Background: an optimization exercise with open tools, aiming at small area, a short achievable clock period and few clock cycles per item. Do not read the settings as production practice.
Power is estimated from default activity; no workload was simulated.

==> run F: inputs <==
// line_follow_steering_core
module line_follow_steering_core (
   input  logic        clock,
   input  logic        reset,
   input  logic        req_valid,
   output logic        req_stall,
   input  logic [22:0] req_word,
   output logic        rsp_valid,
   input  logic        rsp_stall,
   output logic [17:0] rsp_word,
   input  logic        csr_write_en,
   input  logic [2:0]  csr_index,
   input  logic [15:0] csr_data
);
Settings: LEC_CHECK=0, CAP_MARGIN=20, CORE_MARGIN=2, CORE_UTILIZATION=40, SLEW_MARGIN=20, SYNTH_HIERARCHICAL=1; clock period 11.0 ns.
standard.sh (not shown) runs the stock make flow with config.mk's settings and CLKGATE_MAP_FILE= SYNTH_SCRIPT=/design/flow/synth_recipe.tcl, a recipe that flattens the netlist after the stock synthesis.
==> flow/flow/run.sh <==
#!/bin/bash
set -euo pipefail
MARGIN=$(cat flow/margin.txt)
bash standard.sh SETUP_SLACK_MARGIN="$MARGIN" TNS_END_PERCENT=100 \
  BUFFER_PORTS_ARGS="-buffer_cell sky130_fd_sc_hd__buf_2" finish > flow_make.log 2>&1
==> flow/flow/margin.txt <==
6.5
==> run R (differences from run F) <==
==> flow/flow/margin.txt (replaced) <==
7
==> comparison <==
Maximum frequency: run R is larger than run F (about 0.9%). Of run F and run R, run R has the higher routed wire length (gap 7.8%, measured against run R). Against run R, the register-to-register slack of run F is lower by 0.04 ns. Of run R and run F, run R has the higher combinational power (gap about 12%, measured against run F). Against run R, the global-route usage of run F is lower by 0.87 points. Final area: run R is larger than run F (11%). In synthesized cell count, run F and run R do not differ.
Function was not checked in any run of this note: the RTL went through the layout flow alone.

========
==> build 59 <==
line_follow_steering_core, a different RTL version from the one above (not shown whole).
==> module line_follow_steering_core, before the edit <==
module line_follow_steering_core (
   input  logic        clock,
   input  logic        reset,
   input  logic        req_valid,
   output logic        req_stall,
   input  logic [22:0] req_word,
   output logic        rsp_valid,
   input  logic        rsp_stall,
   output logic [17:0] rsp_word,
   input  logic        csr_write_en,
   input  logic [2:0]  csr_index,
   input  logic [15:0] csr_data
);
   logic [1:0]         mode;
   logic [7:0]         base;
   logic [3:0]         sharp;
   logic [3:0]         smooth;
   logic signed [15:0] gp;
   logic signed [15:0] gd;
   always_ff @(posedge clock) begin
      if (reset) begin
         mode   <= 2'd0;
         base   <= 8'd120;
         sharp  <= 4'd1;
         smooth <= 4'd1;
         gp     <= '0;
         gd     <= '0;
      end else if (csr_write_en) begin
         case (csr_index)
            3'd0: mode   <= csr_data[1:0];
            3'd1: base   <= csr_data[7:0];
            3'd2: sharp  <= csr_data[3:0];
            3'd3: smooth <= csr_data[3:0];
            3'd4: gp     <= csr_data;
            3'd5: gd     <= csr_data;
            default: ;
         endcase
      end
   end
   wire pd = (mode == 2'd2);
   wire [2:0] bits = req_word[22:20];
   wire [9:0] lvl_l = req_word[19:10];
   wire [9:0] lvl_r = req_word[9:0];
   wire signed [10:0] sh16 = $signed({3'b000, sharp, 4'b0000});
   wire signed [10:0] sm7  = $signed({4'b0000, smooth, 3'b000}) - $signed({7'b0000000, smooth});
   logic signed [10:0] m0;
   logic               emit0;
   always_comb begin
      emit0 = 1'b1;
      m0    = '0;
      case (mode)
         2'd0: begin
            case (bits)
               3'b001:  m0 = sh16;
               3'b011:  m0 = sm7;
               3'b100:  m0 = -sh16;
               3'b110:  m0 = -sm7;
               3'b101:  emit0 = 1'b0;
               default: m0 = '0;
            endcase
         end
         2'd1: begin
            case (bits[1:0])
               2'b01:   m0 = sh16;
               2'b10:   m0 = -sh16;
               default: m0 = '0;
            endcase
         end
         2'd2: begin
            m0 = $signed({1'b0, lvl_l}) - $signed({1'b0, lvl_r});
         end
         default: begin
            if (lvl_l == 10'd0)        emit0 = 1'b0;
            else if (lvl_l <= 10'd400) m0 = -11'sd10;
            else if (lvl_l < 10'd800)  m0 = '0;
            else                       m0 = 11'sd10;
         end
      endcase
   end
   logic               sk_v, a_v, b_v, o_v;
   logic signed [10:0] sk_m, a_m;
   wire                stall  = o_v & rsp_stall;
   wire                accept = req_valid & ~sk_v;
   wire                new_v  = accept & emit0;
   assign req_stall = sk_v;
   assign rsp_valid = o_v;
   always_ff @(posedge clock) begin
      if (reset) begin
         sk_v <= 1'b0;
      end else if (stall) begin
         if (new_v) sk_v <= 1'b1;
      end else begin
         sk_v <= 1'b0;
      end
   end
   always_ff @(posedge clock) begin
      if (stall && new_v) sk_m <= m0;
   end
   always_ff @(posedge clock) begin
      if (reset) begin
         a_v <= 1'b0;
         b_v <= 1'b0;
         o_v <= 1'b0;
      end else if (!stall) begin
         a_v <= sk_v | new_v;
         b_v <= a_v;
         o_v <= b_v;
      end
   end
   always_ff @(posedge clock) begin
      if (!stall) a_m <= sk_v ? sk_m : m0;
   end
   logic signed [10:0] prev;
   always_ff @(posedge clock) begin
      if (reset)                    prev <= '0;
      else if (!stall && a_v && pd) prev <= a_m;
   end
   logic signed [16:0] kg;
   always_ff @(posedge clock) begin
      kg <= pd ? (17'(gp) + 17'(gd)) : 17'sd2560;
   end
   wire [15:0] ge = pd ? gd : 16'd0;
   wire [17:0] kx = {kg[16], kg};
   wire [16:0] gx = {ge, 1'b0};
   logic [8:0] ek_one, ek_two, ek_neg;
   logic [7:0] eg_one, eg_two, eg_neg;
   always_comb begin
      for (int j = 0; j < 9; j++) begin
         logic x2, x1, x0;
         x2 = kx[2*j+1];
         x1 = kx[2*j];
         x0 = (j == 0) ? 1'b0 : kx[2*j-1];
         ek_one[j] = x1 ^ x0;
         ek_two[j] = (x2 & ~x1 & ~x0) | (~x2 & x1 & x0);
         ek_neg[j] = x2 & ~(x1 & x0);
      end
      for (int j = 0; j < 8; j++) begin
         logic x2, x1, x0;
         x2 = gx[2*j+2];
         x1 = gx[2*j+1];
         x0 = gx[2*j];
         eg_one[j] = x1 ^ x0;
         eg_two[j] = (x2 & ~x1 & ~x0) | (~x2 & x1 & x0);
         eg_neg[j] = ~x2 & (x1 | x0);
      end
   end
   logic [27:0] sum0, sum1;
   lfs_steer_tree u_tree (
      .ek_one (ek_one), .ek_two (ek_two), .ek_neg (ek_neg),
      .eg_one (eg_one), .eg_two (eg_two), .eg_neg (eg_neg),
      .m      (a_m),    .p      (prev),
      .sum0   (sum0),   .sum1   (sum1)
   );
   wire signed [27:0] steer = sum0 + sum1;
   wire signed [19:0] q     = steer[27:8];
   wire               nz    = |steer[7:0];
   logic signed [10:0] qc;
   always_comb begin
      if (q > 20'sd1023)       qc = 11'sd1023;
      else if (q < -20'sd1024) qc = -11'sd1024;
      else                     qc = q[10:0];
   end
   logic signed [10:0] b_q;
   logic               b_nz;
   always_ff @(posedge clock) begin
      if (!stall) begin
         b_q  <= qc;
         b_nz <= nz;
      end
   end
   wire signed [11:0] t = b_q + $signed({1'b0, base});
   wire signed [11:0] w = b_q - $signed({1'b0, base});
   wire signed [12:0] sl = t + $signed({1'b0, b_nz & t[11]});
   wire signed [12:0] sr = w + $signed({1'b0, b_nz & w[11]});
   wire [12:0] ml = sl[12] ? -sl : sl;
   wire [12:0] mr = sr[12] ? -sr : sr;
   wire fl = ~sl[12] & (sl != 0);
   wire fr = sr[12];
   wire [7:0] dl = (ml > 13'd255) ? 8'hFF : ml[7:0];
   wire [7:0] dr = (mr > 13'd255) ? 8'hFF : mr[7:0];
   logic [17:0] o_w;
   always_ff @(posedge clock) begin
      if (!stall) o_w <= {fl, dl, fr, dr};
   end
   assign rsp_word = o_w;
endmodule
clock: 11.0 ns
lec_check: 0
cap_margin: 20
core_margin: 2
core_utilization: 40
slew_margin: 20
run.sh (not shown) runs the stock make flow with config.mk's settings and CLKGATE_MAP_FILE= SYNTH_SCRIPT=/design/flow/synth_recipe.tcl, a recipe that flattens the netlist after the stock synthesis.
Stock flow here: none of the scripts above is used.
==> trial 89 (differences from build 59) <==
--- a/flow/design.v
+++ b/flow/design.v
@@ -1290,3 +1290,3 @@
    wire pd = (mode == 2'd2);
-   wire [2:0] bits = req_word[22:20];
+   wire [2:0] bits  = req_word[22:20];
    wire [9:0] lvl_l = req_word[19:10];
@@ -1329,3 +1329,3 @@
    end
-   logic               sk_v, a_v, b_v, o_v;
+   logic               sk_v, a_v, c_v, o_v;
    logic signed [10:0] sk_m, a_m;
@@ -1351,3 +1351,3 @@
          a_v <= 1'b0;
-         b_v <= 1'b0;
+         c_v <= 1'b0;
          o_v <= 1'b0;
@@ -1355,4 +1355,4 @@
          a_v <= sk_v | new_v;
-         b_v <= a_v;
-         o_v <= b_v;
+         c_v <= a_v;
+         o_v <= c_v;
       end
@@ -1403,29 +1403,28 @@
    );
-   wire signed [27:0] steer = sum0 + sum1;
-   wire signed [19:0] q     = steer[27:8];
-   wire               nz    = |steer[7:0];
-   logic signed [10:0] qc;
-   always_comb begin
-      if (q > 20'sd1023)       qc = 11'sd1023;
-      else if (q < -20'sd1024) qc = -11'sd1024;
-      else                     qc = q[10:0];
-   end
-   logic signed [10:0] b_q;
-   logic               b_nz;
+   wire [8:0] lo = {1'b0, sum0[7:0]} + {1'b0, sum1[7:0]};
+   logic [19:0] c_x, c_y;
+   logic        c_ci, c_nz;
    always_ff @(posedge clock) begin
       if (!stall) begin
-         b_q  <= qc;
-         b_nz <= nz;
+         c_x  <= sum0[27:8];
+         c_y  <= sum1[27:8];
+         c_ci <= lo[8];
+         c_nz <= |lo[7:0];
       end
    end
-   wire signed [11:0] t = b_q + $signed({1'b0, base});
-   wire signed [11:0] w = b_q - $signed({1'b0, base});
-   wire signed [12:0] sl = t + $signed({1'b0, b_nz & t[11]});
-   wire signed [12:0] sr = w + $signed({1'b0, b_nz & w[11]});
-   wire [12:0] ml = sl[12] ? -sl : sl;
-   wire [12:0] mr = sr[12] ? -sr : sr;
-   wire fl = ~sl[12] & (sl != 0);
-   wire fr = sr[12];
-   wire [7:0] dl = (ml > 13'd255) ? 8'hFF : ml[7:0];
-   wire [7:0] dr = (mr > 13'd255) ? 8'hFF : mr[7:0];
+   wire signed [19:0] q = c_x + c_y + {19'd0, c_ci};
+   logic signed [9:0] qc;
+   always_comb begin
+      if (q > 20'sd511)       qc = 10'sd511;
+      else if (q < -20'sd512) qc = -10'sd512;
+      else                    qc = q[9:0];
+   end
+   wire signed [10:0] t = qc + $signed({1'b0, base});
+   wire signed [10:0] w = qc - $signed({1'b0, base});
+   wire [10:0] ml = (t ^ {11{t[10]}}) + {10'd0, t[10] & ~c_nz};
+   wire [10:0] mr = (w ^ {11{w[10]}}) + {10'd0, w[10] & ~c_nz};
+   wire fl = ~t[10] & (ml != 11'd0);
+   wire fr = w[10] & (mr != 11'd0);
+   wire [7:0] dl = (ml > 11'd255) ? 8'hFF : ml[7:0];
+   wire [7:0] dr = (mr > 11'd255) ? 8'hFF : mr[7:0];
    logic [17:0] o_w;
Settings changed: SETUP_SLACK_MARGIN set to 5.
==> trial 52 (differences from build 59) <==
Settings changed: SETUP_SLACK_MARGIN set to 5.
==> notes <==
- Die area is the same in trial 52 and build 59.
- Between trial 89 and trial 52, the lower register-to-register slack is in trial 52 (gap 460 ps).
- The highest core utilization belongs to trial 52, the lowest to build 59.
- Between trial 52 and build 59, the lower sequential power is in trial 52 (gap 3.0%, measured against build 59).
- Between build 59 and trial 89, the lower first-iteration DRC count is in trial 89 (gap about 14%, measured against trial 89).
- Final area: trial 52 is larger than build 59 (about 8%).
- Clock power, lowest first: build 59, trial 52, trial 89.
Function was not checked in any run of this note: the RTL went through the layout flow alone.

-- re-timing with driven ports --
Ports are ideal in the flow. The routed layouts listed here were re-timed in OpenROAD.
Step 1: set_driving_cell puts a clkbuf_16 on clock and a buf_2 on each other input, an assumption about the parent block.
Step 2 also shifts input and output timing later by t, the mid clock arrival at the registers, as if the neighbouring blocks saw the same clock.
Three values: ideal ports, drivers, drivers and shift; two values: the first two.
run | t (ns) | slack for setup (ns) | clock arrival spread, ns | worst register clock-pin slew, ns | cell pins on the clock port's net
run F | 0.534 | 6.626 / 6.626 / 6.138 | 0.014 / 0.015 | 0.07 / 0.07 | 1
run R | 0.539 | 6.665 / 6.665 / 6.159 | 0.021 / 0.020 | 0.08 / 0.08 | 1
build 59 | 0.493 | 2.374 / 2.374 / 2.374 | 0.023 / 0.023 | 0.08 / 0.08 | 1
trial 89 | 0.536 | 4.831 / 4.831 / 4.831 | 0.016 / 0.015 | 0.07 / 0.07 | 1
trial 52 | 0.490 | 4.374 / 4.374 / 4.374 | 0.028 / 0.028 | 0.07 / 0.07 | 1
After both steps every run listed still meets setup and hold. For run R, which loses most, drivers alone change the setup slack by 0.000 ns; drivers and shift together by -0.506 ns.
